Background: an optimization exercise with open tools, aiming at small area, a short achievable clock period and few clock cycles. Do not read the settings as production practice. In this exercise RTL edits were held to simulation tests only and were not proved equivalent to the original. Power and IR drop assume default switching activity.

## the reference run
## battery_level_estimator
module battery_level_estimator (
  input  wire logic        clk,
  input  wire logic        rst_n,
  input  wire logic        in_valid,
  output logic             in_ready,
  input  wire logic [11:0] in_raw_sample,
  input  wire logic        in_sample_ok,
  output logic             out_valid,
  input  wire logic        out_ready,
  output logic [13:0]      out_filtered_mv,
  output logic [13:0]      out_cell_mv,
  output logic [11:0]      out_average_raw,
  output logic [6:0]       out_charge_percent,
  output logic             out_status,
  input  wire logic        cfg_we,
  input  wire logic [2:0]  cfg_index,
  input  wire logic [11:0] cfg_wdata
);
export LEC_CHECK = 0
export CAP_MARGIN = 20
export CORE_MARGIN = 2
export CORE_UTILIZATION = 40
export SLEW_MARGIN = 20
create_clock -name core_clock -period 10.0 [get_ports {clk}]
run.sh (not shown) runs the stock make flow with config.mk's settings and CLKGATE_MAP_FILE= SYNTH_SCRIPT=/design/flow/synth_recipe.tcl, a recipe that flattens the netlist after the stock synthesis.
The reference run completed end to end with timing, DRC and antenna clean.
Testbench counts of the reference run, summed over its fixed seeds: cycles 11,668.
Edits applied to the flow inputs when going from the reference run to the trial run:
diff --git a/flow/config.mk b/flow/config.mk
--- a/flow/config.mk
+++ b/flow/config.mk
@@ -10,0 +11 @@
+export SETUP_SLACK_MARGIN = 5
Measured against each other, the reference run and the trial run differ in layout cell share with drive strength beyond 1, the lower figure coming from the reference run. Of the reference run and the trial run, the lower layout buffering overhead excluding clock cells belongs to the reference run. Looking at final cell count without fillers, the trial run sits 151 above the reference run. Total power of the trial run is higher than that of the reference run. Of the reference run and the trial run, the higher worst setup slack belongs to the trial run. The standard cells in the trial run occupy more silicon area than those in the reference run do. Comparing the reference run and the trial run, number of cells on the critical path is lower on the reference run. Between the reference run and the trial run, the total routed wirelength is higher for the trial run.

* * *

Setup of run 1:
battery_level_estimator, a different RTL version from the one above (not shown whole).
Size: about 2400 cells after synthesis, about 350 flip-flops, ~22000 um^2 of cells after synthesis.
export LEC_CHECK = 0
export CAP_MARGIN = 20
export CORE_MARGIN = 2
export CORE_UTILIZATION = 60
export CTS_CLUSTER_DIAMETER = 100
export CTS_CLUSTER_SIZE = 20
export SLEW_MARGIN = 20
create_clock -name core_clock -period 10.0 [get_ports {clk}]
standard.sh (not shown) runs the stock make flow with config.mk's settings and CLKGATE_MAP_FILE= SYNTH_SCRIPT=/design/flow/synth_recipe.tcl, a recipe that flattens the netlist after the stock synthesis.
==> flow/flow/run.sh <==
#!/bin/bash
set -euo pipefail
bash standard.sh SETUP_SLACK_MARGIN=6.7 finish > flow_make.log 2>&1
Run 1 ended with every stage complete and zero timing, DRC or antenna violations.
Testbench counts of run 1, summed over its fixed seeds: cycles 8,978.
[inputs] run 2 vs run 1
# run 1
export LEC_CHECK = 0
export CAP_MARGIN = 20
export CORE_MARGIN = 2
export CORE_UTILIZATION = 60
export CTS_CLUSTER_DIAMETER = 100
export CTS_CLUSTER_SIZE = 20
export SLEW_MARGIN = 20
create_clock -name core_clock -period 10.0 [get_ports {clk}]
# run 2
export LEC_CHECK = 0
export CAP_MARGIN = 20
export CORE_MARGIN = 2
export CORE_UTILIZATION = 60
export SLEW_MARGIN = 20
create_clock -name core_clock -period 10.0 [get_ports {clk}]
==> run summary <==
- Run 2 reached the end of the flow, and the finished layout is clean on the timing, design-rule and antenna checks.
- Run 1 has lower cell count than run 2.
- Design area grows by a few percent when moving from run 1 to run 2.
- Summary — actual transition at the worst max-transition pin, run 2 relative to run 1: higher, by 0.053 ns.
- | share of final layout cell area taken by clock buffers and inverters | lower: run 1 |
- The run showing the greater post-layout utilization of the core is run 2.
- From run 1 to run 2 the numbers moved as follows: post-route worst setup slack rose 0.0044 ns, detailed route wirelength on metal2 rose 2.1%, die area about even, cell row count about even.
- For run 2, the startpoint of the most critical setup path was t2_pm[1], unlike run 1, where it was QC_r[14].
- | power dissipated by switching net loads | run 2 vs run 1 | worse |
### run 2 -> run 3
# run 2
export LEC_CHECK = 0
export CAP_MARGIN = 20
export CORE_MARGIN = 2
export CORE_UTILIZATION = 60
export SLEW_MARGIN = 20
create_clock -name core_clock -period 10.0 [get_ports {clk}]
# run 3
export LEC_CHECK = 0
export CAP_MARGIN = 20
export CORE_MARGIN = 2
export CORE_UTILIZATION = 60
export CTS_BUF_LIST = sky130_fd_sc_hd__clkbuf_4
export SLEW_MARGIN = 20
create_clock -name core_clock -period 10.0 [get_ports {clk}]
==> flow/flow/run.sh <==
#!/bin/bash
set -euo pipefail
bash standard.sh SETUP_SLACK_MARGIN=6.5 finish > flow_make.log 2>&1
### Flow results
Run 3: worst reg-to-reg path cell count lower than run 2
On part of the cycle the worst path needs, the higher figure sits with run 3, not run 2.
The lower area of all placed cells without fillers of run 3 and run 2 is in run 3.
Summary — count of clock-buffer cells in the layout, run 3 relative to run 2: higher, by 160%.

* * *

Another version of the RTL of battery_level_estimator (not shown whole).
For scale: ~2500 cells after synthesis, roughly 350 flip-flops, about 83 I/O pins.
## battery_level_estimator
module battery_level_estimator (
  input  wire logic        clk,
  input  wire logic        rst_n,
  input  wire logic        in_valid,
  output logic             in_ready,
  input  wire logic [11:0] in_raw_sample,
  input  wire logic        in_sample_ok,
  output logic             out_valid,
  input  wire logic        out_ready,
  output logic [13:0]      out_filtered_mv,
  output logic [13:0]      out_cell_mv,
  output logic [11:0]      out_average_raw,
  output logic [6:0]       out_charge_percent,
  output logic             out_status,
  input  wire logic        cfg_we,
  input  wire logic [2:0]  cfg_index,
  input  wire logic [11:0] cfg_wdata
);
clock: 10.0 ns
lec_check: 0
cap_margin: 20
core_margin: 2
core_utilization: 60
cts_cluster_diameter: 100
cts_cluster_size: 20
slew_margin: 20
==> flow/flow/run.sh <==
#!/bin/bash
set -euo pipefail
bash standard.sh SETUP_SLACK_MARGIN=6.55 finish > flow_make.log 2>&1
Testbench counts at the start, summed over its fixed seeds: cycles 8,520.
Edit:
==> flow/flow/run.sh (replaced) <==
#!/bin/bash
set -euo pipefail
bash standard.sh SETUP_SLACK_MARGIN=6.7 finish > flow_make.log 2>&1
--- a/flow/config.mk
+++ b/flow/config.mk
@@ -10,4 +10,2 @@
 export CORE_UTILIZATION = 60
-export CTS_CLUSTER_DIAMETER = 100
-export CTS_CLUSTER_SIZE = 20
 export SLEW_MARGIN = 20
What happened: The new run finished clean. Worst setup slack gets better by 0.037 ns. Routed wire length is higher by 1.5%. Via count is higher by 1.4%. First-iteration DRC count is lower by 1.2%. Fmax is higher by 1.1%. Global-route usage is higher by 0.46 points.
Edit:
--- a/flow/config.mk
+++ b/flow/config.mk
@@ -10,2 +10,4 @@
 export CORE_UTILIZATION = 60
+export CTS_CLUSTER_DIAMETER = 100
+export CTS_CLUSTER_SIZE = 20
 export SLEW_MARGIN = 20
Effect:
- The changed run went through all stages and came out clean
- first-iteration DRC count drops slightly
- total power drops by about a fifth
- clock power drops by well over a third
- cell area drops by a few percent
- worst setup slack gets better by 0.061 ns
- core utilization drops by 2.0 points
- non-clock buffer count drops by 2
- global-route usage drops by 0.61 points
- final cell count drops slightly
- worst hold slack gets worse by 0.0094 ns
- clock skew climbs by 0.021 ns

==> afterwards: timing with drivers on the ports <==
Ports are ideal in the flow. The routed layouts listed here were re-timed in OpenROAD. Step 1, drivers: a clkbuf_16 drives clk and a buf_2 each remaining input, both assumed. Step 2, shift: input delay + t, output delay - t, t = (earliest + latest rising clock arrival at the registers) / 2. This alone moves slack from input paths to output paths. a / b / c = no drivers / after step 1 / after step 2; a / b = the first two.
run	shift t [ns]	setup slack, ns	worst setup path at the end
the reference run	0.562	2.243 / 2.243 / 2.243	register to register
the trial run	0.566	3.986 / 3.986 / 3.986	register to register
run 1	0.595	6.710 / 6.686 / 6.205	input to register
run 2	0.627	6.715 / 6.673 / 6.162	input to register
run 3	0.839	6.582 / 6.529 / 5.789	input to register
the first run of note 3	0.601	6.527 / 6.527 / 6.102	input to register
the second run of note 3	0.623	6.564 / 6.564 / 6.179	input to register
the third run of note 3	0.606	6.625 / 6.625 / 6.191	input to register
After both steps every run listed still meets setup and hold. The setup slack of run 3, which loses most, moves by -0.053 ns with the drivers and by -0.793 ns with both steps.
